From an optimization exercise on the open Yosys and OpenROAD flow, aimed at small area, a short achievable clock period and few clock cycles per item; shortcuts taken in it are not production practice. Only simulation tests tie the RTL to the original design; equivalence was not proved.

==> design/flow/design.v <==
package mulDivOpPkg;
  typedef enum logic [2:0] {
    opMul    = 3'b000,
    opMulh   = 3'b001,
    opMulhsu = 3'b010,
    opMulhu  = 3'b011,
    opDiv    = 3'b100,
    opDivu   = 3'b101,
    opRem    = 3'b110,
    opRemu   = 3'b111
  } opCodeT;
  function automatic logic isDivOp(input logic [2:0] op);
    isDivOp = op[2];
  endfunction
  function automatic logic lOpSigned(input logic [2:0] op);
    lOpSigned = (op == 3'b001) || (op == 3'b100) || (op == 3'b110);
  endfunction
  function automatic logic rOpSigned(input logic [2:0] op);
    rOpSigned = (op == 3'b001) || (op == 3'b010) || (op == 3'b100) || (op == 3'b110);
  endfunction
  function automatic logic wantsHigh(input logic [2:0] op);
    wantsHigh = (op == 3'b001) || (op == 3'b010) || (op == 3'b011);
  endfunction
  function automatic logic wantsRemainder(input logic [2:0] op);
    wantsRemainder = (op == 3'b110) || (op == 3'b111);
  endfunction
endpackage
package mulDivCtrlPkg;
  typedef enum logic [1:0] {
    stIdle,
    stBusy,
    stOffer,
    stRelease
  } stageStateT;
  typedef enum logic [1:0] {
    kIdle,
    kRun,
    kDone
  } kernelStateT;
endpackage
`timescale 1ns/1ps
module mulDivUnit
#(
  parameter int dataWidth = 32
) (
  input  logic                 clk,
  input  logic                 rstN,
  input  logic                 inReq,
  output logic                 inAck,
  input  logic [2:0]           opCode,
  input  logic [dataWidth-1:0] lOp,
  input  logic [dataWidth-1:0] rOp,
  output logic                 outReq,
  input  logic                 outAck,
  output logic [dataWidth-1:0] result,
  output logic                 divByZero,
  output logic                 divOverflow
);
  localparam int W = 37;
  logic sMul, sPrep, sAl, sIt, sFin;
  logic oAckQ;
  logic [2:0] op;
  logic [33:0] A;       
  logic [W-1:0] H;      
  logic [31:0] L;       
  logic off;            
  logic [5:0] cnt;      
  logic [5:0] itc;      
  logic zf;             
  logic negRes;
  logic dzR;
  logic ovR;
  logic b0one, b0two, b0neg, b1one, b1two, b1neg;
  logic isIdle;
  assign isIdle = !(sMul || sPrep || sAl || sIt || sFin);
  logic lastMul, lastIt, finishing, outFree, loadPorts, capture;
  assign lastMul = sMul && zf;
  assign lastIt = sIt && zf && !op[1] && !negRes;
  assign finishing = lastMul || lastIt || sFin;
  assign outFree = !outReq && !oAckQ;
  assign loadPorts = isIdle || (finishing && outFree);
  assign capture = loadPorts && inReq && !inAck;
  logic negD;
  assign negD = A[33];
  logic [W-1:0] aExt, a2Ext;
  assign aExt = {{(W-34){A[33]}}, A};
  assign a2Ext = {aExt[W-2:0], 1'b0};
  logic [W-1:0] in0, in1, in2, pp1;
  assign in1 = ((b0one ? aExt : '0) | (b0two ? a2Ext : '0)) ^ {W{b0neg}};
  assign pp1 = ((b1one ? aExt : '0) | (b1two ? a2Ext : '0)) ^ {W{b1neg}};
  assign in2 = {pp1[W-3:0], b1neg, b1neg};
  logic inv0;
  assign inv0 = sFin && negRes;
  assign in0 = ((sFin && !op[1]) ? {{(W-32){1'b0}}, L} : H) ^ {W{inv0}};
  logic c0, cin;
  assign c0 = b0neg;
  assign cin = b1neg || (sIt && off) || (inv0 && !(op[1] && off));
  logic [W-1:0] csaS, csaC, sum;
  assign csaS = in0 ^ in1 ^ in2;
  assign csaC = {(in0[W-2:0] & in1[W-2:0]) | (in0[W-2:0] & in2[W-2:0]) | (in1[W-2:0] & in2[W-2:0]), c0};
  logic [W:0] sumX;
  assign sumX = {csaS, 1'b1} + {csaC, cin};
  assign sum = sumX[W:1];
  logic q;
  assign q = !sum[W-1];
  function automatic logic [2:0] booth(input logic [2:0] b);
    booth[2] = b[1] ^ b[0];
    booth[1] = (b[2] & ~b[1] & ~b[0]) | (~b[2] & b[1] & b[0]);
    booth[0] = b[2];
  endfunction
  function automatic logic [5:0] clz32(input logic [31:0] v);
    logic [15:0] v2;
    logic [15:0] c2;
    logic [7:0] v4;
    logic [15:0] c4;
    logic [3:0] v8;
    logic [11:0] c8;
    logic [1:0] v16;
    logic [7:0] c16;
    for (int i = 0; i < 16; i++) begin
      v2[i] = v[2*i+1] | v[2*i];
      c2[i] = !v[2*i+1];
    end
    for (int i = 0; i < 8; i++) begin
      v4[i] = v2[2*i+1] | v2[2*i];
      c4[2*i+:2] = v2[2*i+1] ? {1'b0, c2[2*i+1]} : {1'b1, c2[2*i]};
    end
    for (int i = 0; i < 4; i++) begin
      v8[i] = v4[2*i+1] | v4[2*i];
      c8[3*i+:3] = v4[2*i+1] ? {1'b0, c4[4*i+2+:2]} : {1'b1, c4[4*i+:2]};
    end
    for (int i = 0; i < 2; i++) begin
      v16[i] = v8[2*i+1] | v8[2*i];
      c16[4*i+:4] = v8[2*i+1] ? {1'b0, c8[6*i+3+:3]} : {1'b1, c8[6*i+:3]};
    end
    if (v16[1]) clz32 = {2'b00, c16[7:4]};
    else if (v16[0]) clz32 = {2'b01, c16[3:0]};
    else clz32 = 6'd32;
  endfunction
  logic [6:0] sh;
  assign sh = {1'b0, clz32(negD ? ~A[31:0] : A[31:0])} + {6'd0, off}
            - {1'b0, clz32(H[31:0])};
  logic dzV, ovV;
  assign dzV = (A[31:0] == 32'd0);
  assign ovV = off && (H[31:0] == 32'h7fffffff) && (A[31:0] == 32'hffffffff);
  logic divOpP, negNP;
  assign divOpP = opCode[2];
  assign negNP = ((opCode == 3'd4) || (opCode == 3'd6)) && rOp[31];
  logic [31:0] res;
  always_comb begin
    if (sIt) res = {L[30:0], q};
    else if (sFin || (op == 3'd3)) res = sum[31:0];
    else if (op == 3'd0) res = {sum[3:0], L[31:4]};
    else res = sum[35:4];
  end
  logic cntBig, cntLast;
  assign cntBig = (cnt[5:2] != 4'd0);
  assign cntLast = cntBig ? (cnt == 6'd4) : (cnt == 6'd1);
  always_ff @(posedge clk) begin
    if (!rstN) begin
      sMul <= 1'b0;
      sPrep <= 1'b0;
      sAl <= 1'b0;
      sIt <= 1'b0;
      sFin <= 1'b0;
      inAck <= 1'b0;
      outReq <= 1'b0;
      oAckQ <= 1'b0;
    end else begin
      oAckQ <= outAck;
      if (capture) begin
        inAck <= 1'b1;
      end else if (!inReq) begin
        inAck <= 1'b0;
      end
      if (finishing && outFree) begin
        outReq <= 1'b1;
      end else if (outAck) begin
        outReq <= 1'b0;
      end
      if (loadPorts) begin
        sMul <= capture && !divOpP;
        sPrep <= capture && divOpP;
        sAl <= 1'b0;
        sIt <= 1'b0;
        sFin <= 1'b0;
      end else if (sPrep) begin
        sPrep <= 1'b0;
        sFin <= dzV || sh[6];
        sIt <= !dzV && (sh == 7'd0);
        sAl <= !dzV && !sh[6] && (sh != 7'd0);
      end else if (sAl) begin
        if (cntLast) begin
          sAl <= 1'b0;
          sIt <= 1'b1;
        end
      end else if (sIt && !lastIt) begin
        if (zf) begin
          sIt <= 1'b0;
          sFin <= 1'b1;
        end
      end
    end
  end
  always_ff @(posedge clk) begin
    if (finishing && outFree) begin
      result <= res;
      divByZero <= dzR;
      divOverflow <= ovR;
    end
    if (loadPorts) begin
      op <= opCode;
      A <= {{2{mulDivOpPkg::lOpSigned(opCode) && lOp[31]}}, lOp};
      L <= rOp;
      H <= !divOpP ? '0 : {{(W-32){1'b0}}, negNP ? ~rOp : rOp};
      off <= divOpP && negNP;
      itc <= (opCode == 3'd3) ? 6'd8 : 6'd7;
      zf <= 1'b0;
      dzR <= 1'b0;
      ovR <= 1'b0;
      {b0one, b0two, b0neg} <= booth({rOp[1:0], 1'b0});
      {b1one, b1two, b1neg} <= booth(rOp[3:1]);
    end else if (sMul) begin
      if (!zf) begin
        H <= {{4{sum[W-1]}}, sum[W-1:4]};
        L <= {sum[3:0], L[31:4]};
        itc <= itc - 6'd1;
        zf <= (itc == 6'd1);
        if ((itc == 6'd1) && (op == 3'd3)) begin
          {b0one, b0two, b0neg} <= booth({2'b00, L[3]});
          {b1one, b1two, b1neg} <= 3'b000;
        end else begin
          {b0one, b0two, b0neg} <= booth(L[5:3]);
          {b1one, b1two, b1neg} <= booth(L[7:5]);
        end
      end
    end else if (sPrep) begin
      L <= dzV ? 32'hffffffff : 32'd0;
      cnt <= sh[5:0];
      itc <= sh[5:0];
      zf <= (sh == 7'd0);
      negRes <= op[1] ? off : ((off ^ negD) && !dzV);
      dzR <= dzV;
      ovR <= ovV;
      {b0one, b0two, b0neg} <= {!dzV && (sh == 7'd0), 1'b0, !negD};
      {b1one, b1two, b1neg} <= 3'b000;
    end else if (sAl) begin
      if (cntBig) begin
        A <= {A[29:0], 4'd0};
        cnt <= cnt - 6'd4;
      end else begin
        A <= {A[32:0], 1'b0};
        cnt <= cnt - 6'd1;
      end
      b0one <= cntLast;
    end else if (sIt && !lastIt) begin
      H <= sum;
      off <= 1'b0;
      L <= {L[30:0], q};
      itc <= itc - 6'd1;
      zf <= (itc == 6'd1);
      if (zf) begin
        b0one <= op[1] && !q;
        b0neg <= negD ^ negRes;
      end else begin
        A <= {A[33], A[33:1]};
        b0neg <= q ^ negD;
      end
    end
  end
endmodule
==> design/flow/run.sh <==
#!/bin/bash
# synth_recipe.tcl (not shown) runs the flow's synth.tcl, then flattens the netlist and writes it again
# the make line also repeats each setting of config.mk as NAME=value (left out here)
make -C /OpenROAD-flow-scripts/flow DESIGN_CONFIG=/design/flow/config.mk WORK_HOME=/design/flow/orfs CLKGATE_MAP_FILE= SYNTH_SCRIPT=/design/flow/synth_recipe.tcl finish
==> design/flow/config.mk <==
export PLATFORM = sky130hd
export DESIGN_NAME = mulDivUnit
export DESIGN_NICKNAME = mulDivUnit
export VERILOG_FILES = /design/flow/design.v
export SDC_FILE = /design/flow/constraint.sdc
export NUM_CORES = 4
export LEC_CHECK = 0
export ABC_CLOCK_PERIOD_IN_PS = 3000
export CAP_MARGIN = 20
export CORE_MARGIN = 2
export CORE_UTILIZATION = 40
export SETUP_SLACK_MARGIN = 1.5
export SLEW_MARGIN = 20
==> design/flow/constraint.sdc <==
create_clock -name core_clock -period 5.0 [get_ports {clk}]
set_input_delay 1.0000 -clock core_clock [delete_from_list [all_inputs] [get_ports {clk}]]
set_output_delay 1.0000 -clock core_clock [all_outputs]
set_load 0.01 [all_outputs]
==> impl_metrics.yaml, run 1 <==
outcome:
  status: "no timing/DRC/antenna violations"
clock_tree:
  path_clk_slew_ns: 0.07
  clockBufferDepth: 2
  cts_tree: "built"
  h-tree-depth: 4
  clkSinkCount: 171
  clk_latency_ns: 0.50
  numCtsBuffers: 17
  cts_root_buf: "clkbuf_16"
run:
  cap_violations: 0
floorplan:
  die_area_um2: 42900
  core-area_um2: 40700
  initial_core_util_pct: 40.5
  ioPinCount: 107
  fp.dieH_um: 207
  die-width_um: 207
  row_count: 74
synthesis:
  synth_compound_area_share_pct: 22.6
  postSynthAreaPerCell_um2: 8.13
  synth_area_um2: 16500
  ys_seq_elements: 171
  synthMuxAreaShare_pct: 2.50
  synth-edff-count: 160
  ys_seq_area_share_pct: 30.5
  synth_simple_gate_area_share_pct: 19.2
  synth-xor-area-share_pct: 10.1
  synth_fa_ha_area_share_pct: 8.78
  syn-num-nets: 2193
  synth_warnings: 1
  synthFlopType: "edfxtp_1"
  postSynth.asyncResetShare_pct: 0
  synth_cells: 2029
  ys_types: 92
  synth_top_family_by_area: "compound AO/OA/AOI/OAI gates"
finish:
  drive_above_1_share_pct: 25.5
  fin_nets: 2384
  antenna_cells: 0
  syn_to_final_growth_pct: 35.3
  finalNonFillerCells: 2765
  fillers: 3751
sta:
  fin_ws_ns: 0.497
  fin_hold_ws_ns: 0.446
  tightest_slew_ns: 1.07
  finalSetupViolations: 0
  max_slew_margin_pct: 28.7
  timing.fmax_mhz: 222
  finalMaxSlewViolations: 0
  timing.final.crit_period_ns: 4.50
  finalClockSkew_ns: 0.0186
  fin_tns_setup_ns: 0
  fin_crit_sh_pct: 90.1
  rsz0062_at_grt: "yes"
  hold_violations: 0
placement:
  globalplace.congestion: 1.01
  place_ws_ns: 0.0765
  hpwl_mm: 48.5
  io_buffers: 106
  dp.cells: 2582
route:
  post_drt_wl_per_cell_um: 24.5
  drtIter0Drc: 2037
  wl_mm: 67.8
  post_drt_via_cell_ratio: 6.18
  drtAntennaViolNets: 0
  drc: 0
  vias: 17076
  first_pass_iters: 6
worst_setup_path:
  endpoint_kind: "flip-flop"
  path_class: "reg -> reg"
  crit_start: "op[1]$_DFFE_PN_"
  start_kind: "flip-flop"
  r2r_start: "op[1]$_DFFE_PN_"
  crit_end: "b0neg$_DFFE_PP_"
  r2r_slack_ns: 0.50
  crit_fanout: 7
  arrival_ns: 4.83
  r2r-end: "b0neg$_DFFE_PP_"
  ff2ff_path_depth: 19
  crit_required_ns: 5.33
global_route:
  grt_pass1_wl_mm: 101
  antenna_found_initial: 2
  grt_max_degree: 76
  grtUsageTotal_pct: 30.9
  gr-total-overflow: 0
  grt_pass1_vias: 16193
hold_path:
  worstHoldPathType: "reg -> reg"
  min_from: "ovR$_SDFFE_PN0P_"
-- area by class of cell --
type	count	area (µm²)	share of cell area, %
clock buffer	19	433	1.94
timing repair buffer	348	3260	14.6
inverter	91	350	1.57
sequential	171	5030	22.5
tap	532	666	2.98
multi-input combinational	1591	12500	55.8
clock inverter	13	121	0.544
-- per-layer routing --
metal | up-vias | wire (µm) | track usage (%)
li1 | 7642 | - | -
met1 | 8292 | 28100 | 42.5
met2 | 952 | 30400 | 46.9
met3 | 188 | 6180 | 5.69
met4 | 2 | 3030 | 14.6
met5 | - | 13 | 0
-- cells in the mapped netlist (11+ instances only) --
cell type,count,area (µm²)
a22oi_1,69,518
nor3_1,38,190
a21oi_1,117,586
a31oi_1,21,131
o21ai_0,160,801
nand3_1,64,320
nand2b_1,13,81.3
clkbuf_1,133,499
o21ai_1,14,70.1
nor2b_1,19,119
nor2_1,197,739
xor2_1,118,1030
nand2_1,253,950
ha_1,55,688
and3_1,36,225
fa_1,38,761
o21a_1,11,82.6
a21o_1,21,158
a2111oi_0,30,263
o221ai_1,11,96.3
buf_1,18,67.6
a211oi_1,12,90.1
mux2i_1,33,330
inv_1,90,338
nor4_1,16,100
o211ai_1,26,195
nand4_1,22,138
dfxtp_1,11,220
edfxtp_1,160,4800
xnor2_1,72,631
buf_2,22,110
-- cell usage in the layout, fill, tap and decap left out, types with 43 or more instances in the layout --
cell / instances
buf_4: 191
inv_1: 85
xnor2_1: 45
clkdlybuf4s50_1: 106
o21ai_0: 113
nand3_1: 63
xor2_1: 104
a22oi_1: 68
a21oi_1: 71
o21ai_1: 43
nand2_1: 238
nor2_1: 188
edfxtp_1: 160
-- metrics by stage --
stage | utilization (%) | instance area, µm²
floorplan | - | 16900
global placement | 45.8 | 18600
detailed placement | 45.9 | 18700
CTS | 52.8 | 21500
global route | 54.8 | 22300
finish | 54.8 | 22300
-- cells by family (layout without fill, tap and decap cells) --
family          count (synthesis)  after routing
fa+ha+maj                      93             93
buf+inv                       267            471
flops                         171            171
simple gates                  697            697
mux                            40             40
xor+xnor                      190            190
compound gates                571            571
-- registers in the layout, indices dropped and copies added (netlist names), 3 cells and up --
register and count:
result 32, L 32, op 3, H 37, cnt 6, itc 6, A 34
-- critical path: stages (launching register included) --
cell and delay, ns:
edfxtp_1 0.44, nor2b_4 0.23, buf_6 0.14, buf_16 0.12, buf_8 0.12, mux2i_2 0.22
xor2_1 0.23, fa_1 0.47, ha_4 0.32, buf_6 0.10, nand4_4 0.13, nor3_2 0.23
nand2_1 0.13, o221ai_4 0.24, a21oi_4 0.16, o21bai_4 0.31, buf_12 0.15, xor2_4 0.27
a21boi_1 0.11, o211ai_1 0.19
-- worst min path at each step --
| stage | end | slack [ns] | cells past startpoint |
|---|---|---|---|
| 4_1_cts | divOverflow$_DFFE_PP_ | 0.44 | 0 |
| 3_5_place_dp | divOverflow$_DFFE_PP_ | 0.43 | 0 |
| 6_report | divOverflow$_DFFE_PP_ | 0.45 | 0 |
| 5_1_grt | divOverflow$_DFFE_PP_ | 0.45 | 0 |
| 2_1_floorplan | divByZero$_DFFE_PP_ | 0.41 | 0 |
| 3_3_place_gp | divOverflow$_DFFE_PP_ | 0.42 | 0 |
-- what timing repair did --
action | 4_1_cts | 5_1_grt
gates cloned | 2 | 0
resized for setup | 258 | 101
hold buffers | 0 | 0
buffers inserted | 112 | 37
pin swaps | 77 | 58
setup endpoints to repair | 113 | 152
Testbench counts, summed over its fixed seeds: cycles 17,171, items 2,048.
==> run 2, diff against run 1 <==
--- a/design/flow/config.mk
+++ b/design/flow/config.mk
@@ -7,3 +7,3 @@
 export LEC_CHECK = 0
-export ABC_CLOCK_PERIOD_IN_PS = 3000
+export ABC_CLOCK_PERIOD_IN_PS = 4000
 export CAP_MARGIN = 20
@@ -11,3 +11,3 @@
 export CORE_UTILIZATION = 40
-export SETUP_SLACK_MARGIN = 1.5
+export SETUP_SLACK_MARGIN = 0.5
 export SLEW_MARGIN = 20
==> run 2 against run 1 <==
  * Fmax increased by 0.30%
  * First-iteration DRC count increased by 8.1%
  * Critical path depth decreased by 5
  * Register-to-register slack barely moved
  * Worst setup slack gained 0.014 ns
  * Sequential share of layout area increased by 2.8 points
  * Count of clock-buffer cells in the layout did not move
  * Critical path type unchanged
==> impl_metrics.yaml, run 2 <==
synthesis:
  yosysTopAreaCell: "edfxtp_1"
  ys_seq_area_share_pct: 30.5
  postSynth.asyncResetShare_pct: 0
  synth_warnings: 1
  synth_cells: 2029
  postSynthAreaPerCell_um2: 8.13
  ys_types: 92
  synth-edff-count: 160
  synth_top_area_share_pct: 29.1
  synthFlopType: "edfxtp_1"
  syn-num-nets: 2193
  ys_top_cells_by_area: "edfxtp_1 (29%), xor2_1 (6.3%), nand2_1 (5.8%)"
  synth_most_common_cell: "nand2_1"
  yosys-top-cells-count: "nand2_1 (253), nor2_1 (197), edfxtp_1 (160), o21ai_0 (160), clkbuf_1 (133)"
  ys_seq_elements: 171
  synth_area_um2: 16500
clock_tree:
  h-tree-depth: 4
  cts_tree: "built"
  clockBufferDepth: 2
  postCtsHoldBufs: 0
  numCtsBuffers: 17
  path_clk_slew_ns: 0.07
  clkSinkCount: 171
  clk_latency_ns: 0.50
  cts_root_buf: "clkbuf_16"
worst_setup_path:
  crit_fanout: 9
  cpPeakStageDelay_ns: 0.46
  arrival_ns: 4.70
  start_kind: "flip-flop"
  critical_path.top_delay_family: "compound AO/OA/AOI/OAI gates"
  crit_required_ns: 5.21
  path_class: "reg -> reg"
  crit_buf_inv: 1
  endpoint_kind: "flip-flop"
  crit_slowest_cell: "fa_1"
  cp_cell_sequence: "nor2b_4 -> buf_6 -> mux2i_1 -> xor2_1 -> fa_1 -> ha_2 -> nand2_1 -> nor4_2 -> a21oi_2 -> a31o_2 -> o21ai_4 -> xnor2_2 -> a21o_1 -> a222oi_1"
finish:
  drive_above_1_share_pct: 13.9
  design_area_um2: 19800
  final_common_cell: "nand2_1"
  max_flop_register: "H"
  fin_nets: 2276
  top_regs: "H (37), A (34)"
  layout_common_cells: "nand2_1 (249), nor2_1 (192), edfxtp_1 (160)"
  syn_to_final_growth_pct: 20.2
  largest_reg_flops: 37
floorplan:
  core-area_um2: 40700
  ioPinCount: 107
  die_area_um2: 42900
  fp.dieH_um: 207
  die-width_um: 207
  row_count: 74
  initial_core_util_pct: 40.5
sta:
  hold_violations: 0
  fin_tns_setup_ns: 0
  fin_crit_sh_pct: 89.8
  timing.fmax_mhz: 223
  finalSetupViolations: 0
  rsz0062_at_grt: "yes"
  timing.final.crit_period_ns: 4.49
  tightest_slew_ns: 1.03
  finalMaxSlewViolations: 0
  max_slew_margin_pct: 31.1
  finalClockSkew_ns: 0.0187
route:
  first_pass_iters: 9
  post_drt_via_cell_ratio: 6.15
  vias: 16357
  drtIter0Drc: 2202
  wl_mm: 65.0
  post_drt_wl_per_cell_um: 24.4
  drc: 0
  drtAntennaViolNets: 0
global_route:
  grt_pass1_vias: 15244
  gr-total-overflow: 0
  grt_pass1_wl_mm: 97.3
  grtUsageTotal_pct: 29.7
  grt_max_degree: 76
  antenna_found_initial: 2
outcome:
  status: "no timing/DRC/antenna violations"
placement:
  placed_area_um2: 18300
  io_buffers: 106
  globalplace.congestion: 0.980
  hpwl_mm: 48.1
hold_path:
  worstHoldPathType: "reg -> reg"
run:
  cap_violations: 0
==> run 2: changes by cell type in the layout (fill, tap and decap cells not counted), moves of 11 or more <==
cell / delta
xnor2_2: -18
ha_4: -25
buf_4: -69
xnor2_1: +23
o21ai_1: -19
ha_1: +17
nand2_1: +11
buf_6: -27
a21oi_1: +28
o21ai_0: +34
a21oi_2: -22
==> run 2: logic make-up (layout without fill, tap and decap cells) <==
kind of cell / count (synthesis) / count (layout) / share of synthesized area, %
mux: 40 / 40 / 2.50
fa+ha+maj: 93 / 93 / 8.78
simple gates: 697 / 697 / 19.2
compound gates: 571 / 571 / 22.6
buf+inv: 267 / 363 / 6.38
other cells: 0 / 1 / 0
flops: 171 / 171 / 30.5
xor+xnor: 190 / 190 / 10.1
==> run 2: worst reg2reg max path, cell delays in order (launching register included) <==
cell and delay [ns]:
edfxtp_1 0.43, nor2b_4 0.21, buf_6 0.19, mux2i_1 0.28, xor2_1 0.25, fa_1 0.46
ha_2 0.44, nand2_1 0.18, nor4_2 0.29, a21oi_2 0.16, a31o_2 0.30, o21ai_4 0.19
xnor2_2 0.17, a21o_1 0.21, a222oi_1 0.46
==> run 2: path summary, 6_finish.rpt <==
kind,start,to,slack [ns],cells past startpoint
max,op[1]$_DFFE_PN_,result[22]$_DFFE_PP_,0.51,14
min,dzR$_SDFFE_PN0P_,divByZero$_DFFE_PP_,0.45,0
max reg2reg,op[1]$_DFFE_PN_,result[22]$_DFFE_PP_,0.51,14
min reg2reg,dzR$_SDFFE_PN0P_,divByZero$_DFFE_PP_,0.45,0
==> run 2: timing repair <==
item | in CTS | in global routing
gates cloned | 0 | 1
endpoints found under the setup margin | 46 | 53
setup buffers | 20 | 25
resized for setup | 15 | 111
pin swaps | 1 | 23
endpoints found under the hold margin | 0 | 0
==> run 2: metrics by stage <==
| stage | setup slack [ns] | hold WS (ns) | std cells | util (%) |
|---|---|---|---|---|
| final | 0.510 | 0.447 | 2658 | 48.7 |
| after global routing | 0.432 | 0.460 | 2657 | 48.7 |
| after CTS | 0.473 | 0.446 | 2631 | 46.9 |
| after detailed placement | 0.0614 | 0.430 | 2579 | 44.9 |
| after global placement | 0.106 | 0.428 | 2578 | 44.8 |
| after floorplan | 0.550 | 0.409 | 2029 | - |
==> run 2: layout make-up <==
class / count / area [µm²]
fill: 3988 / 20900
multi-input combinational: 1591 / 11000
sequential: 171 / 5030
timing repair buffer: 240 / 2190
tap: 532 / 666
clock buffer: 19 / 433
inverter: 91 / 344
clock inverter: 13 / 141
antenna: 1 / 2.50
==> run 2: layer usage <==
layer | wire length, µm | GRT usage, % | part of all wire (%)
met4 | 2190 | 10.4 | 3.4
met3 | 5820 | 5.93 | 9.0
met2 | 28500 | 44.7 | 44
met5 | 27 | 0 | 0.042
met1 | 28400 | 42.2 | 44
==> run 3, diff against run 2 <==
--- a/design/flow/config.mk
+++ b/design/flow/config.mk
@@ -7,3 +7,3 @@
 export LEC_CHECK = 0
-export ABC_CLOCK_PERIOD_IN_PS = 4000
+export ABC_AREA = 1
 export CAP_MARGIN = 20
@@ -11,3 +11,3 @@
 export CORE_UTILIZATION = 40
-export SETUP_SLACK_MARGIN = 0.5
+export SETUP_SLACK_MARGIN = 0.3
 export SLEW_MARGIN = 20
==> run 3 against run 2 <==
  * Die area fell by 0.63%
  * Largest cell class unchanged
  * Via count rose by 2.8%
  * First-iteration DRC count fell by 19%
  * Worst setup slack got worse by 0.017 ns
  * Clock skew fell by 0.0030 ns
  * Design area fell by 5.4%
  * Hold slack got worse by 0.012 ns
  * Highest routed layer is now met4
  * Routed wire length fell by 1.0%
  * Synthesized area fell by 0.64%
==> impl_metrics.yaml, run 3 <==
synthesis:
  synth_top_family_by_area: "simple AND/OR/NAND/NOR gates"
  postSynth.asyncResetShare_pct: 0
  synth_simple_gate_area_share_pct: 22.7
  yosys-top-cells-count: "nand2_1 (508), inv_1 (302), nor2_1 (240)"
  synth_top_area_share_pct: 29.3
  synth_warnings: 1
  syn-num-nets: 2466
  synth_fa_ha_area_share_pct: 8.84
  synthMuxAreaShare_pct: 0.122
  synth_cells: 2302
  ys_seq_area_share_pct: 30.7
  synth-edff-count: 160
  synth_compound_area_share_pct: 20.8
  yosysTopAreaCell: "edfxtp_1"
  postSynthAreaPerCell_um2: 7.12
  ys_types: 55
  synth_most_common_cell: "nand2_1"
  ys_top_cells_by_area: "edfxtp_1 (29%), nand2_1 (12%), inv_1 (6.9%)"
  synth-xor-area-share_pct: 7.10
  synthFlopType: "edfxtp_1"
  ys_seq_elements: 171
  synth_area_um2: 16400
route:
  post_drt_via_cell_ratio: 5.75
  drc: 0
  first_pass_iters: 6
  wl_mm: 64.3
  post_drt_wl_per_cell_um: 22.0
  drtIter0Drc: 1781
  drtAntennaViolNets: 0
  vias: 16819
global_route:
  grt_use_met1_pct: 42.5
  grtUsageTotal_pct: 30.5
  grt_busiest_layer: "met2"
  grt_pass1_vias: 15954
  antenna_found_initial: 1
  grt_use_met3_pct: 3.63
  grt_pass1_wl_mm: 97.3
  grt_max_degree: 69
  grt_util_met2_pct: 47.9
  gr-total-overflow: 0
clock_tree:
  clkSinkCount: 171
  clk_latency_ns: 0.47
  clockBufferDepth: 2
  h-tree-depth: 4
  path_clk_slew_ns: 0.08
  postCtsHoldBufs: 0
  numCtsBuffers: 17
  cts_tree: "built"
  cts_root_buf: "clkbuf_16"
worst_setup_path:
  crit_slowest_cell: "nor4_1"
  r2r-end: "b0one$_DFFE_PP_"
  cpMostUsedCell: "nand2_1"
  start_kind: "flip-flop"
  r2r_start: "A[33]$_DFFE_PP_"
  cp_cell_sequence: "buf_4 -> nor2_1 -> o21ai_0 -> nor4_1 -> nand2_1 -> nor3_1 -> a211oi_1 -> ha_1 -> ha_1 -> a21oi_1 -> nand2_1 -> a21oi_1 -> o21bai_1 -> xor2_1 -> nor2_1 -> nand2_1 -> nand2_1 -> nand2_1 -> nand2_1 -> nand2_1 -> nand2_1"
  crit_required_ns: 5.22
  cpPeakStageDelay_ns: 0.71
  r2r_slack_ns: 0.49
  crit_fanout: 11
  ff2ff_path_depth: 21
  endpoint_kind: "flip-flop"
  arrival_ns: 4.72
  path_class: "reg -> reg"
  crit_buf_inv: 1
  critical_path.top_delay_family: "simple AND/OR/NAND/NOR gates"
finish:
  final_common_cell: "nand2_1"
  finalNonFillerCells: 2925
  syn_to_final_growth_pct: 14.5
  fillers: 4163
  max_flop_register: "H"
  drive_above_1_share_pct: 4.93
  largest_reg_flops: 37
  fin_nets: 2543
  layout_common_cells: "nand2_1 (506), inv_1 (302), nor2_1 (235)"
  top_regs: "H (37), A (34)"
hold_path:
  hold_depth: 0
  worstHoldEndpoint: "divByZero$_DFFE_PP_"
  min_from: "dzR$_SDFFE_PN0P_"
  worstHoldPathType: "reg -> reg"
outcome:
  status: "no timing/DRC/antenna violations"
run:
  cap_violations: 0
sta:
  fin_hold_ws_ns: 0.435
  finalClockSkew_ns: 0.0157
  fin_tns_setup_ns: 0
  fin_crit_sh_pct: 90.1
  finalMaxSlewViolations: 0
  timing.fmax_mhz: 222
  finalSetupViolations: 0
  tightest_slew_ns: 0.975
  max_slew_margin_pct: 34.4
  timing.final.crit_period_ns: 4.51
  rsz0062_at_grt: "yes"
  hold_violations: 0
floorplan:
  die_area_um2: 42600
  die-width_um: 206
  initial_core_util_pct: 40.3
  ioPinCount: 107
  fp.dieH_um: 206
  row_count: 74
  core-area_um2: 40600
placement:
  globalplace.congestion: 0.978
  dp.cells: 2888
  io_buffers: 106
  hpwl_mm: 49.5
## run 3: cell count changes in the layout (fill, tap and decap cells not counted), sizes merged, moves of 19 or more
cell     delta
inv       +223
o22ai      +68
and3       -35
xnor2      -64
o21ai      +39
nor2b      -19
nand3      +27
a2111oi    -32
nor3       -19
buf        -78
nand2     +262
mux2i      -31
nor2       +44
## run 3: layout make-up
class	instances	area, µm²	area share [%]
clock inverters	15	174	0.927
well taps	532	666	3.55
diodes	1	2.50	0.0133
clock buffers	17	425	2.27
repair buffers	161	1490	7.92
inverters	311	1170	6.25
multi-input cells	1717	9820	52.3
flip-flops and latches	171	5020	26.8
## run 3: cells by family (layout without fill, tap and decap cells)
| group | count (synthesis) | in the layout |
|---|---|---|
| AND/OR/NAND/NOR | 914 | 914 |
| other | 0 | 1 |
| XOR/XNOR | 132 | 132 |
| flip-flops | 171 | 171 |
| multiplexers | 2 | 2 |
| buffers and inverters | 414 | 504 |
| AO/OA/AOI/OAI | 576 | 576 |
| adder cells (fa/ha/maj) | 93 | 93 |
## run 3: through the flow
stage                     cell area (µm²)  utilization, %  worst slack, ns
after global routing                18800            46.2            0.215
after floorplan                     16400               -            0.880
after detailed placement            18100            44.6            0.237
after global placement              18100            44.6            0.328
final                               18800            46.2            0.493
after CTS                           18700            46.1            0.429
## run 3: how the worst max path moves through the flow
stage                     slack, ns             start  depth (start not counted)                   end
final                          0.49   A[33]$_DFFE_PP_                         21       b0one$_DFFE_PP_
after global routing           0.22   A[33]$_DFFE_PP_                         27       b0one$_DFFE_PP_
after CTS                      0.43  negRes$_DFFE_PP_                         18  result[27]$_DFFE_PP_
after detailed placement       0.24   A[33]$_DFFE_PP_                         21       b0one$_DFFE_PP_
after global placement         0.33   A[33]$_DFFE_PP_                         21       b0one$_DFFE_PP_
after floorplan                0.88   op[1]$_DFFE_PN_                          7        L[0]$_DFFE_PP_
## run 3: timing repair
action                                  CTS  global route
resized for setup                         0            12
gates cloned                              0             0
endpoints found under the setup margin    1            24
setup buffers                             1             3
## run 3: metal layers
metal	wire length, µm	up-vias
met2	29200	802
met4	2580	0
met1	27800	7948
met3	4690	128
met5	0	-
li1	-	7941
==> run 4, diff against run 3 <==
--- a/design/flow/config.mk
+++ b/design/flow/config.mk
@@ -7,7 +7,8 @@
 export LEC_CHECK = 0
-export ABC_AREA = 1
+export ABC_CLOCK_PERIOD_IN_PS = 4000
 export CAP_MARGIN = 20
 export CORE_MARGIN = 2
-export CORE_UTILIZATION = 40
-export SETUP_SLACK_MARGIN = 0.3
+export CORE_UTILIZATION = 60
+export PLACE_DENSITY = 0.75
+export SETUP_SLACK_MARGIN = 0.5
 export SLEW_MARGIN = 20
==> run 4 against run 3 <==
  * Flip-flop and latch count did not move
  * Fmax rose by 1.0%
  * Synthesized cell count fell by 12%
  * Sequential share of layout area fell by 1.2 points
==> impl_metrics.yaml, run 4 <==
finish:
  top_regs: "H (37), A (34)"
  layout_common_cells: "nand2_1 (250), nor2_1 (194), edfxtp_1 (160)"
  final_util_pct: 72.9
  antenna_cells: 0
  final_common_cell: "nand2_1"
  max_flop_register: "H"
  syn_to_final_growth_pct: 19.0
  largest_reg_flops: 37
  drive_above_1_share_pct: 14.0
  finalNonFillerCells: 2475
  fin_nets: 2285
sta:
  fin_ws_ns: 0.540
  tightest_slew_ns: 1.11
  timing.fmax_mhz: 224
  finalMaxSlewViolations: 0
  rsz0062_at_grt: "yes"
  finalClockSkew_ns: 0.0225
  max_slew_margin_pct: 25.9
  timing.final.crit_period_ns: 4.46
  fin_hold_ws_ns: 0.440
  hold_violations: 0
  fin_tns_setup_ns: 0
  fin_crit_sh_pct: 89.2
  finalSetupViolations: 0
synthesis:
  postSynthAreaPerCell_um2: 8.13
  postSynth.asyncResetShare_pct: 0
  ys_seq_elements: 171
  synth_top_area_share_pct: 29.1
  ys_seq_area_share_pct: 30.5
  synth_warnings: 1
  synth_most_common_cell: "nand2_1"
  synth-edff-count: 160
  ys_top_cells_by_area: "edfxtp_1 (29%), xor2_1 (6.3%), nand2_1 (5.8%)"
  synthFlopType: "edfxtp_1"
  yosys-top-cells-count: "nand2_1 (253), nor2_1 (197), edfxtp_1 (160), o21ai_0 (160), clkbuf_1 (133)"
  ys_types: 92
  yosysTopAreaCell: "edfxtp_1"
  synth_cells: 2029
  synth_area_um2: 16500
  syn-num-nets: 2193
placement:
  place_ws_ns: 0.258
  dp.cells: 2375
  hpwl_mm: 43.4
  globalplace.congestion: 1.05
  io_buffers: 106
floorplan:
  core-area_um2: 27000
  fp.dieH_um: 170
  ioPinCount: 107
  initial_core_util_pct: 61.2
  die_area_um2: 28800
  die-width_um: 170
  row_count: 60
clock_tree:
  clockBufferDepth: 2
  cts_root_buf: "clkbuf_16"
  h-tree-depth: 4
  path_clk_slew_ns: 0.08
  postCtsHoldBufs: 0
  clk_latency_ns: 0.45
  clkSinkCount: 171
  numCtsBuffers: 17
  cts_tree: "built"
worst_setup_path:
  path_class: "reg -> reg"
  crit_fanout: 8
  start_kind: "flip-flop"
  crit_buf_inv: 2
  arrival_ns: 4.65
  critical_path.top_delay_family: "compound AO/OA/AOI/OAI gates"
  cp_cell_sequence: "nor2b_4 -> buf_12 -> clkbuf_16 -> mux2i_1 -> xor2_1 -> fa_1 -> ha_2 -> a21o_1 -> a31o_2 -> a31oi_1 -> o21a_1 -> nand2_1 -> o211ai_1 -> o21ai_0 -> o21ai_0"
  crit_required_ns: 5.19
  cpPeakStageDelay_ns: 0.47
  endpoint_kind: "flip-flop"
  crit_slowest_cell: "edfxtp_1"
  cpMostUsedCell: "o21ai_0"
route:
  highest_layer: "met5"
  wl_met3_mm: 7.46
  met2WireLength_mm: 26.1
  post_drt_via_cell_ratio: 6.77
  wl_mm: 60.3
  met1_length_mm: 23.5
  post_drt_wl_per_cell_um: 24.4
  first_pass_iters: 8
  drc: 0
  drtIter0Drc: 2816
  vias: 16756
  drtAntennaViolNets: 0
global_route:
  gr-total-overflow: 0
  grtUsageTotal_pct: 40.2
  grt_max_degree: 77
  grt_pass1_wl_mm: 88.4
  antenna_found_initial: 1
  grt_pass1_vias: 14920
hold_path:
  worstHoldPathType: "reg -> reg"
run:
  cap_violations: 0
outcome:
  status: "no timing/DRC/antenna violations"
==> run 4: changes by cell type in the layout (fill, tap and decap cells not counted), moves of 54 or more <==
cell	previous run	this run
o22ai_1	70	1
nand2_1	506	250
inv_1	302	89
o21ai_0	201	147
buf_4	54	129
xnor2_1	8	67
==> run 4: final timing paths <==
| path | depth (start not counted) | end | slack [ns] | from |
|---|---|---|---|---|
| max reg2reg | 15 | result[8]$_DFFE_PP_ | 0.54 | op[1]$_DFFE_PN_ |
| max | 15 | result[8]$_DFFE_PP_ | 0.54 | op[1]$_DFFE_PN_ |
| min reg2reg | 0 | divByZero$_DFFE_PP_ | 0.44 | dzR$_SDFFE_PN0P_ |
| min | 0 | divByZero$_DFFE_PP_ | 0.44 | dzR$_SDFFE_PN0P_ |
==> run 4: what timing repair did <==
item | 4_1_cts | 5_1_grt
buffers inserted | 3 | 60
endpoints found under the hold margin | 0 | 0
cloned | 0 | 4
resized for setup | 11 | 103
setup endpoints to repair | 20 | 56
pin swaps | 2 | 15
==> run 4: cell families after synthesis <==
group	after synthesis	synth area share [%]
compound gates	571	22.6
mux	40	2.50
fa+ha+maj	93	8.78
xor+xnor	190	10.1
buf+inv	267	6.38
simple gates	697	19.2
flops	171	30.5
==> run 4: worst reg2reg max path: stages, from the launching register on <==
cell	delay (ns)
edfxtp_1	0.47
nor2b_4	0.17
buf_12	0.14
clkbuf_16	0.19
mux2i_1	0.23
xor2_1	0.21
fa_1	0.45
ha_2	0.32
a21o_1	0.17
a31o_2	0.26
a31oi_1	0.36
o21a_1	0.24
nand2_1	0.08
o211ai_1	0.29
o21ai_0	0.23
o21ai_0	0.43
==> run 4: area by class of cell <==
| class | count | area [µm²] |
|---|---|---|
| multi-input cells | 1591 | 11000 |
| fillers | 2084 | 7320 |
| flip-flops and latches | 171 | 5030 |
| repair buffers | 249 | 2290 |
| clock buffers | 18 | 429 |
| well taps | 341 | 427 |
| inverters | 91 | 344 |
| clock inverters | 14 | 143 |
==> run 4: layer usage <==
layer / track usage [%] / up-vias
li1: - / 7453
met1: 56.6 / 7844
met2: 61.1 / 1247
met3: 8.37 / 210
met4: 15.8 / 2
met5: 0 / -
==> run 4: stage by stage <==
stage	instance area (µm²)
5_1_grt	19600
3_3_place_gp	18000
2_1_floorplan	16500
6_report	19600
4_1_cts	18600
3_5_place_dp	18000
==> run 5, diff against run 4 <==
==> design/flow/config.mk (replaced) <==
export PLATFORM = sky130hd
export DESIGN_NAME = mulDivUnit
export DESIGN_NICKNAME = mulDivUnit
export VERILOG_FILES = /design/flow/design.v
export SDC_FILE = /design/flow/constraint.sdc
export NUM_CORES = 4
export LEC_CHECK = 0
export ABC_AREA = 1
export CAP_MARGIN = 20
export CORE_MARGIN = 2
export CORE_UTILIZATION = 70
export PLACE_DENSITY = 0.8
export SETUP_SLACK_MARGIN = 0.3
export SLEW_MARGIN = 20
==> run 5 against run 4 <==
  * Highest routed layer unchanged
  * Global-route usage increased by 8.0 points
  * Sequential share of layout area increased by 1.6 points
  * First-iteration DRC count increased by 18%
  * Still clean
  * Via count is 8.7% higher
  * Critical path type unchanged
  * Synthesized cell count increased by 13%
  * Critical path depth increased by 2
==> impl_metrics.yaml, run 5 <==
synthesis:
  ys_top_cells_by_area: "edfxtp_1 (29%), nand2_1 (12%), inv_1 (6.9%)"
  ys_seq_elements: 171
  synth_most_common_cell: "nand2_1"
  synth_top_area_share_pct: 29.3
  synth_cells: 2302
  syn-num-nets: 2466
  yosys-top-cells-count: "nand2_1 (508), inv_1 (302), nor2_1 (240)"
  postSynth.asyncResetShare_pct: 0
  ys_types: 55
  synth-edff-count: 160
  synthFlopType: "edfxtp_1"
  ys_seq_area_share_pct: 30.7
  postSynthAreaPerCell_um2: 7.12
  synth_warnings: 1
  synth_area_um2: 16400
  yosysTopAreaCell: "edfxtp_1"
sta:
  fin_crit_sh_pct: 92.2
  finalMaxSlewViolations: 0
  hold_violations: 0
  finalClockSkew_ns: 0.0201
  max_slew_margin_pct: 38.0
  rsz0062_at_grt: "yes"
  timing.fmax_mhz: 217
  finalSetupViolations: 0
  fin_tns_setup_ns: 0
  tightest_slew_ns: 0.930
  timing.final.crit_period_ns: 4.61
global_route:
  grt_pass1_vias: 17049
  grtUsageTotal_pct: 48.2
  antenna_found_initial: 2
  grt_pass1_wl_mm: 91.3
  gr-total-overflow: 0
  grt_max_degree: 66
route:
  post_drt_via_cell_ratio: 6.76
  drtAntennaViolNets: 0
  post_drt_wl_per_cell_um: 22.1
  drc: 0
  wl_mm: 59.4
  drtIter0Drc: 3334
  vias: 18208
  first_pass_iters: 13
floorplan:
  row_count: 55
  ioPinCount: 107
  die_area_um2: 24700
  core-area_um2: 22800
  fp.dieH_um: 157
  initial_core_util_pct: 71.7
  die-width_um: 157
worst_setup_path:
  arrival_ns: 4.80
  path_class: "reg -> reg"
  endpoint_kind: "flip-flop"
  crit_fanout: 33
  start_kind: "flip-flop"
  crit_required_ns: 5.19
finish:
  final_common_cell: "nand2_1"
  max_flop_register: "H"
  design_area_um2: 18400
  largest_reg_flops: 37
  top_regs: "H (37), A (34)"
  final_util_pct: 80.7
  layout_common_cells: "nand2_1 (506), inv_1 (302), nor2_1 (234)"
  fin_nets: 2530
  syn_to_final_growth_pct: 12.5
  drive_above_1_share_pct: 4.62
  fillers: 1561
placement:
  placed_area_um2: 17700
  globalplace.congestion: 1.06
  io_buffers: 106
  hpwl_mm: 43.0
hold_path:
  worstHoldPathType: "reg -> reg"
clock_tree:
  clk_latency_ns: 0.46
  h-tree-depth: 4
  cts_root_buf: "clkbuf_16"
  numCtsBuffers: 17
  postCtsHoldBufs: 0
  clkSinkCount: 171
  path_clk_slew_ns: 0.08
  cts_tree: "built"
  clockBufferDepth: 2
outcome:
  status: "no timing/DRC/antenna violations"
run:
  cap_violations: 0
==> run 5: worst max-delay path, cell delays in order (launching register included) <==
cell and delay, ns:
edfxtp_1 0.40, inv_1 0.13, nand2_4 0.22, o21ai_0 0.54, xor2_1 0.18, fa_1 0.51
inv_1 0.04, ha_1 0.33, a21oi_1 0.25, o21ai_0 0.29, a21oi_1 0.24, nand3_2 0.21
nand2_1 0.11, nand2_1 0.15, xnor2_2 0.33, nand2_1 0.09, nand3_1 0.19, a21oi_1 0.12
==> run 5: layout make-up <==
class                           instances  area, µm²  share of cell area, %
Antenna cell                            1       2.50                 0.0136
Clock buffer                           18        439                   2.38
Clock inverter                         14        146                  0.794
Inverter                              311       1170                   6.34
Multi-Input combinational cell       1717       9860                   53.5
Sequential cell                       171       5020                   27.2
Tap cell                              313        392                   2.12
Timing Repair Buffer                  148       1410                   7.66
==> run 5: timing repair <==
action                                  CTS  global route
setup buffers                             0             4
pin swaps                                 0             1
endpoints found under the setup margin    2            26
gates resized for setup                   3             8
==> run 5: path summary, 6_finish.rpt <==
path                            slack [ns]              from  cells past startpoint                    end
worst min register to register        0.45  ovR$_SDFFE_PN0P_                      0  divOverflow$_DFFE_PP_
worst max register to register        0.39   op[1]$_DFFE_PN_                     17   result[31]$_DFFE_PP_
worst max-delay path                  0.39   op[1]$_DFFE_PN_                     17   result[31]$_DFFE_PP_
worst min-delay path                  0.45  ovR$_SDFFE_PN0P_                      0  divOverflow$_DFFE_PP_
==> run 5: logic make-up (layout without fill, tap and decap cells) <==
logic type | Yosys count | after routing | synth area share, %
other cells | 0 | 1 | 0
flops | 171 | 171 | 30.7
fa+ha+maj | 93 | 93 | 8.84
simple gates | 914 | 914 | 22.7
compound gates | 576 | 576 | 20.8
buf+inv | 414 | 491 | 9.79
xor+xnor | 132 | 132 | 7.10
mux | 2 | 2 | 0.122
==> run 5: layer usage <==
layer / wire [µm] / GRT usage, % / vias up
met5: 12 / 0 / -
li1: - / - / 7899
met3: 8360 / 14.0 / 457
met2: 25600 / 73.1 / 1717
met4: 5210 / 32.7 / 2
met1: 20200 / 59.7 / 8133
==> run 5: metrics by stage <==
stage / hold slack, ns / std cells / setup slack (ns)
floorplan: 0.409 / 2302 / 0.880
global placement: 0.422 / 2654 / 0.282
detailed placement: 0.427 / 2654 / 0.277
CTS: 0.445 / 2686 / 0.338
global route: 0.466 / 2692 / 0.256
finish: 0.446 / 2693 / 0.391
==> run 6, diff against run 5 <==
==> design/flow/flow/run.sh (new file) <==
#!/bin/bash
cp standard.sh standard_sh_copy.log
export BUFFER_PORTS_ARGS="-buffer_cell sky130_fd_sc_hd__buf_2"
bash standard.sh > standard.log 2>&1
==> design/flow/standard.sh (new file) <==
#!/bin/bash
# synth_recipe.tcl (not shown) runs the flow's synth.tcl, then flattens the netlist and writes it again
# the make line also repeats each setting of config.mk as NAME=value (left out here)
make -C /OpenROAD-flow-scripts/flow DESIGN_CONFIG=/design/flow/config.mk WORK_HOME=/design/flow/orfs CLKGATE_MAP_FILE= SYNTH_SCRIPT=/design/flow/synth_recipe.tcl "${@:-finish}"
--- a/design/flow/config.mk
+++ b/design/flow/config.mk
@@ -10,4 +10,3 @@
 export CORE_MARGIN = 2
-export CORE_UTILIZATION = 70
-export PLACE_DENSITY = 0.8
+export CORE_UTILIZATION = 40
 export SETUP_SLACK_MARGIN = 0.3
removed: design/flow/run.sh
==> run 6 against run 5 <==
  * Still clean
  * Synthesized area is the same
  * Sequential share of layout area rose by 0.36 points
  * Routed wire length increased by 7.7%
  * Synthesized cell count did not move
  * Largest cell class unchanged
  * Highest routed layer unchanged
==> impl_metrics.yaml, run 6 <==
sta:
  tightest_slew_ns: 0.925
  fin_ws_ns: 0.543
  rsz0062_at_grt: "yes"
  finalSetupViolations: 0
  fin_tns_setup_ns: 0
  max_slew_margin_pct: 37.8
  timing.final.crit_period_ns: 4.46
  finalMaxSlewViolations: 0
  fin_crit_sh_pct: 89.1
  finalClockSkew_ns: 0.0132
  fin_hold_ws_ns: 0.437
  timing.fmax_mhz: 224
  hold_violations: 0
worst_setup_path:
  r2r_slack_ns: 0.54
  endpoint_kind: "flip-flop"
  crit_fanout: 11
  path_class: "reg -> reg"
  start_kind: "flip-flop"
  arrival_ns: 4.69
  crit_required_ns: 5.23
floorplan:
  core-area_um2: 40600
  fp.dieH_um: 206
  initial_core_util_pct: 40.3
  die_area_um2: 42600
  ioPinCount: 107
  row_count: 74
  die-width_um: 206
global_route:
  antenna_found_initial: 2
  grt_pass1_vias: 15703
  gr-total-overflow: 0
  grtUsageTotal_pct: 30.0
  grt_max_degree: 57
  grt_pass1_wl_mm: 95.3
clock_tree:
  h-tree-depth: 4
  numCtsBuffers: 17
  clockBufferDepth: 2
  clkSinkCount: 171
  clk_latency_ns: 0.48
  postCtsHoldBufs: 0
  cts_root_buf: "clkbuf_16"
  path_clk_slew_ns: 0.08
  cts_tree: "built"
route:
  drtIter0Drc: 1848
  post_drt_via_cell_ratio: 5.72
  highest_layer: "met5"
  first_pass_iters: 6
  wl_met3_mm: 4.27
  post_drt_wl_per_cell_um: 21.9
  drc: 0
  drtAntennaViolNets: 0
  met2WireLength_mm: 29.3
  wl_mm: 64.0
  met1_length_mm: 27.9
  vias: 16711
finish:
  multiInputGateArea_um2: 9820
  ff_latch_area_um2: 5020
  syn_to_final_growth_pct: 11.1
  top_regs: "H (37), A (34)"
  antenna_cells: 0
  layout_common_cells: "nand2_1 (506), inv_1 (302), nor2_1 (235)"
  final_common_cell: "nand2_1"
  max_flop_register: "H"
  fillers: 4205
  drive_above_1_share_pct: 9.36
  design_area_um2: 18200
  largest_reg_flops: 37
  fin_nets: 2543
synthesis:
  synth_area_um2: 16400
  ys_seq_elements: 171
  syn-num-nets: 2466
  yosysTopAreaCell: "edfxtp_1"
  synth-edff-count: 160
  ys_seq_area_share_pct: 30.7
  synth_warnings: 1
  postSynthAreaPerCell_um2: 7.12
  synth_top_area_share_pct: 29.3
  ys_types: 55
  synthFlopType: "edfxtp_1"
  yosys-top-cells-count: "nand2_1 (508), inv_1 (302), nor2_1 (240)"
  ys_top_cells_by_area: "edfxtp_1 (29%), nand2_1 (12%), inv_1 (6.9%)"
  synth_most_common_cell: "nand2_1"
  postSynth.asyncResetShare_pct: 0
  synth_cells: 2302
hold_path:
  worstHoldPathType: "reg -> reg"
placement:
  globalplace.congestion: 1.01
  io_buffers: 106
  placed_area_um2: 17600
  hpwl_mm: 49.5
  place_ws_ns: 0.393
outcome:
  status: "no timing/DRC/antenna violations"
run:
  cap_violations: 0
[run 6: worst max-delay path, stage by stage, from the launching register on]
cell and delay (ns):
edfxtp_1 0.43, buf_4 0.21, nor2_1 0.13, o21ai_0 0.15, nor4_1 0.51, nand2_1 0.19
nor3_1 0.43, a211oi_1 0.16, ha_1 0.34, ha_1 0.35, a21oi_1 0.16, nand2_1 0.09
a21oi_1 0.15, o21bai_1 0.09, xor2_1 0.34, nor2_1 0.12, nand2_1 0.09, nand2_1 0.06
nand2_1 0.06, nand2_1 0.05, nand2_1 0.05, nand2_1 0.05
[run 6: worst paths after layout]
path               startpoint                   to  cells past startpoint
max           A[33]$_DFFE_PP_      b0one$_DFFE_PP_                     21
min          dzR$_SDFFE_PN0P_  divByZero$_DFFE_PP_                      0
max reg2reg   A[33]$_DFFE_PP_      b0one$_DFFE_PP_                     21
min reg2reg  dzR$_SDFFE_PN0P_  divByZero$_DFFE_PP_                      0
[run 6: cell families after synthesis]
| family | count (synthesis) | share of synthesized area, % |
|---|---|---|
| DFF | 171 | 30.7 |
| AOI/OAI and AO/OA | 576 | 20.8 |
| xor gates and xnor gates | 132 | 7.10 |
| muxes | 2 | 0.122 |
| and+or+nand+nor | 914 | 22.7 |
| buffers and inverters | 414 | 9.79 |
| adders and majority gates | 93 | 8.84 |
[run 6: final cells by class]
class	count	area share (%)
Timing Repair Buffer	161	5.25
Tap cell	532	3.66
Clock buffer	17	2.34
Sequential cell	171	27.6
Multi-Input combinational cell	1717	53.9
Clock inverter	15	0.804
Inverter	311	6.43
[run 6: per-layer routing]
metal  up-vias  global-route usage (%)
li1       7934                       -
met1      7894                    41.3
met2       757                    47.8
met3       124                    3.55
met4         2                    12.3
met5         -                       0
[run 6: what timing repair did]
item                                    in CTS  in global routing
resized for setup                            0                  4
hold endpoints to repair                     0                  0
setup buffers                                0                  3
endpoints found under the setup margin       0                  9
[run 6: per-stage QoR]
step	cells	utilization, %
global placement	2889	43.3
finish	2924	44.8
floorplan	2302	-
global route	2924	44.8
CTS	2921	44.7
detailed placement	2889	43.3
==> run 7, diff against run 6 <==
--- a/design/flow/design.v
+++ b/design/flow/design.v
@@ -67,2 +67,3 @@
   logic [5:0] cnt;      
+  logic [5:0] clzA, clzH;  
   logic [5:0] itc;      
@@ -111,33 +112,9 @@
   function automatic logic [5:0] clz32(input logic [31:0] v);
-    logic [15:0] v2;
-    logic [15:0] c2;
-    logic [7:0] v4;
-    logic [15:0] c4;
-    logic [3:0] v8;
-    logic [11:0] c8;
-    logic [1:0] v16;
-    logic [7:0] c16;
-    for (int i = 0; i < 16; i++) begin
-      v2[i] = v[2*i+1] | v[2*i];
-      c2[i] = !v[2*i+1];
-    end
-    for (int i = 0; i < 8; i++) begin
-      v4[i] = v2[2*i+1] | v2[2*i];
-      c4[2*i+:2] = v2[2*i+1] ? {1'b0, c2[2*i+1]} : {1'b1, c2[2*i]};
-    end
-    for (int i = 0; i < 4; i++) begin
-      v8[i] = v4[2*i+1] | v4[2*i];
-      c8[3*i+:3] = v4[2*i+1] ? {1'b0, c4[4*i+2+:2]} : {1'b1, c4[4*i+:2]};
-    end
-    for (int i = 0; i < 2; i++) begin
-      v16[i] = v8[2*i+1] | v8[2*i];
-      c16[4*i+:4] = v8[2*i+1] ? {1'b0, c8[6*i+3+:3]} : {1'b1, c8[6*i+:3]};
-    end
-    if (v16[1]) clz32 = {2'b00, c16[7:4]};
-    else if (v16[0]) clz32 = {2'b01, c16[3:0]};
-    else clz32 = 6'd32;
+    clz32 = 6'd32;
+    for (int i = 0; i < 32; i++) begin
+      if (v[i]) clz32 = 6'(31 - i);
+    end
   endfunction
   logic [6:0] sh;
-  assign sh = {1'b0, clz32(negD ? ~A[31:0] : A[31:0])} + {6'd0, off}
-            - {1'b0, clz32(H[31:0])};
+  assign sh = {1'b0, clzA} + {6'd0, off} - {1'b0, clzH};
   logic dzV, ovV;
@@ -145,5 +122,6 @@
   assign ovV = off && (H[31:0] == 32'h7fffffff) && (A[31:0] == 32'hffffffff);
-  logic divOpP, negNP;
+  logic divOpP, negNP, negDP;
   assign divOpP = opCode[2];
   assign negNP = ((opCode == 3'd4) || (opCode == 3'd6)) && rOp[31];
+  assign negDP = ((opCode == 3'd4) || (opCode == 3'd6)) && lOp[31];
   logic [31:0] res;
@@ -218,2 +196,4 @@
       zf <= 1'b0;
+      clzA <= clz32(negDP ? ~lOp : lOp);
+      clzH <= clz32(negNP ? ~rOp : rOp);
       dzR <= 1'b0;
==> run 7 against run 6 <==
  * Still clean on timing, DRC and antenna
  * Non-clock buffer count rose by 13
  * Synthesized area fell by 1.6%
  * Die area shrank 1.6%
  * Hold slack improved by 0.0056 ns
  * Routed wire length is 7.3% lower
==> impl_metrics.yaml, run 7 <==
outcome:
  status: "no timing/DRC/antenna violations"
sta:
  fin_ws_ns: 0.493
  timing.fmax_mhz: 222
  rsz0062_at_grt: "yes"
  timing.final.crit_period_ns: 4.51
  finalSetupViolations: 0
  fin_crit_sh_pct: 90.1
  finalMaxSlewViolations: 0
  finalClockSkew_ns: 0.0165
  fin_tns_setup_ns: 0
  hold_violations: 0
  tightest_slew_ns: 1.05
  max_slew_margin_pct: 29.3
synthesis:
  synth_top_area_share_pct: 32.0
  synth_most_common_cell: "nand2_1"
  postSynth.asyncResetShare_pct: 0
  ys_types: 56
  yosys-top-cells-count: "nand2_1 (362), inv_1 (263), xor2_1 (191)"
  synthFlopType: "edfxtp_1"
  synth_warnings: 1
  ys_seq_area_share_pct: 33.4
  synth_compound_area_share_pct: 19.7
  synth_top_family_by_area: "compound AO/OA/AOI/OAI gates"
  synth-edff-count: 172
  ys_top_cells_by_area: "edfxtp_1 (32%), xor2_1 (10%), nand2_1 (8.4%)"
  synth-xor-area-share_pct: 11.8
  postSynthAreaPerCell_um2: 7.92
  synth_cells: 2036
  synthMuxAreaShare_pct: 0.434
  synth_simple_gate_area_share_pct: 16.8
  synth_area_um2: 16100
  ys_seq_elements: 183
  syn-num-nets: 2200
  yosysTopAreaCell: "edfxtp_1"
  synth_fa_ha_area_share_pct: 8.98
placement:
  globalplace.congestion: 0.990
  placed_area_um2: 17400
  dp.cells: 2627
  hpwl_mm: 45.8
  io_buffers: 106
  place_ws_ns: 0.0292
worst_setup_path:
  arrival_ns: 4.69
  crit_slowest_cell: "fa_1"
  path_class: "reg -> reg"
  cpMostUsedCell: "nand2_1"
  cpPeakStageDelay_ns: 0.55
  start_kind: "flip-flop"
  endpoint_kind: "flip-flop"
  crit_required_ns: 5.18
  crit_fanout: 12
finish:
  max_flop_register: "H"
  final_common_cell: "nand2_1"
  top_regs: "H (37), A (34)"
  syn_to_final_growth_pct: 13.2
  fin_nets: 2296
  drive_above_1_share_pct: 13.4
  layout_common_cells: "nand2_1 (356), inv_1 (260), xor2_1 (189)"
  largest_reg_flops: 37
  design_area_um2: 18300
  finalNonFillerCells: 2671
floorplan:
  fp.dieH_um: 205
  die_area_um2: 41900
  core-area_um2: 39700
  die-width_um: 205
  ioPinCount: 107
  row_count: 73
  initial_core_util_pct: 40.6
clock_tree:
  numCtsBuffers: 17
  h-tree-depth: 4
  clk_latency_ns: 0.49
  clkSinkCount: 183
  clockBufferDepth: 2
  cts_tree: "built"
  path_clk_slew_ns: 0.08
  cts_root_buf: "clkbuf_16"
route:
  drtIter0Drc: 1837
  post_drt_wl_per_cell_um: 22.2
  vias: 15584
  post_drt_via_cell_ratio: 5.83
  drc: 0
  wl_mm: 59.3
  first_pass_iters: 6
  drtAntennaViolNets: 0
hold_path:
  worstHoldPathType: "reg -> reg"
global_route:
  gr-total-overflow: 0
  antenna_found_initial: 0
  grt_pass1_vias: 14622
  grt_max_degree: 65
  grt_pass1_wl_mm: 90.3
  grtUsageTotal_pct: 28.5
run:
  cap_violations: 0
## run 7: cell count changes in the layout (fill, tap and decap cells not counted), moves of 15 or more
cell,delta
a31oi_1,+15
nor2_1,-79
xor2_1,+66
nand3_1,-56
nand2_1,-150
inv_1,-42
o21ai_0,-67
## run 7: what timing repair did
action,in CTS,in global routing
hold buffers,0,0
gates resized for setup,9,39
pin swaps,1,13
setup endpoints to repair,7,27
setup buffers,2,8
hold endpoints to repair,0,0
## run 7: kinds of logic (layout without fill, tap and decap cells)
group | Yosys count | after routing
DFF | 183 | 183
other | 0 | 1
AOI/OAI and AO/OA | 522 | 522
xor gates and xnor gates | 214 | 214
muxes | 7 | 7
adders and majority gates | 93 | 93
buffers and inverters | 370 | 479
and+or+nand+nor | 647 | 647
## run 7: area by class of cell
cell class	instances	area [µm²]
fillers	4018	21500
multi-input cells	1483	9510
clock buffers	24	504
inverters	273	1040
clock inverters	8	58.8
diodes	1	2.50
well taps	525	657
repair buffers	174	1100
flip-flops and latches	183	5390
## run 7: routing by layer
metal,global-route usage [%],wire length [µm]
met5,0,0
met1,41.9,26700
met2,42.0,25300
met4,10.0,1860
met3,4.76,5370
## run 7: path summary, 6_finish.rpt
kind / cells after the start / slack, ns / from / to
max: 29 / 0.49 / b1one$_DFFE_PP_ / result[17]$_DFFE_PP_
min: 0 / 0.44 / dzR$_SDFFE_PN0P_ / divByZero$_DFFE_PP_
min reg2reg: 0 / 0.44 / dzR$_SDFFE_PN0P_ / divByZero$_DFFE_PP_
max reg2reg: 29 / 0.49 / b1one$_DFFE_PP_ / result[17]$_DFFE_PP_
## run 7: through the flow
stage	hold WS [ns]	util [%]
after floorplan	0.409	-
after global placement	0.416	43.8
after detailed placement	0.421	43.8
after CTS	0.439	45.3
after global routing	0.453	45.9
final	0.443	45.9
## run 7: critical path, delay by kind of cell, from the launching register on
family / cells / cell delay [ns]
DFF: 1 / 0.46
adders and majority gates: 2 / 0.87
and+or+nand+nor: 15 / 1.16
buffers and inverters: 5 / 0.60
AOI/OAI and AO/OA: 5 / 0.70
xor gates and xnor gates: 2 / 0.40
Testbench counts of run 7, summed over its fixed seeds: cycles 17,171, items 2,048.

==> static timing again, ports no longer ideal <==
Ports are ideal in the flow. The routed layouts listed here were re-timed in OpenROAD. Step 1 sets driving cells, clkbuf_16 on the clock port and buf_2 on the other inputs (assumed; they add their load-dependent delay and slew). Step 2 times the ports against the registers' clock, not the clock port: input delays grow and output delays shrink by t, the midpoint of the rising clock arrivals with the driver on. a / b / c = ideal / step 1 / step 2; a / b = the first two.
run	t (ns)	slack for setup (ns)	hold WS [ns]
run 1	0.542	0.497 / 0.497 / 0.497	0.446 / 0.446 / 0.446
run 2	0.544	0.510 / 0.510 / 0.510	0.447 / 0.447 / 0.447
run 3	0.513	0.493 / 0.493 / 0.493	0.435 / 0.435 / 0.435
run 4	0.487	0.540 / 0.540 / 0.540	0.440 / 0.440 / 0.440
run 5	0.510	0.391 / 0.391 / 0.391	0.446 / 0.446 / 0.446
run 6	0.524	0.543 / 0.543 / 0.543	0.437 / 0.437 / 0.437
run 7	0.535	0.493 / 0.493 / 0.493	0.443 / 0.443 / 0.443
After both steps setup and hold are still met in every run listed.
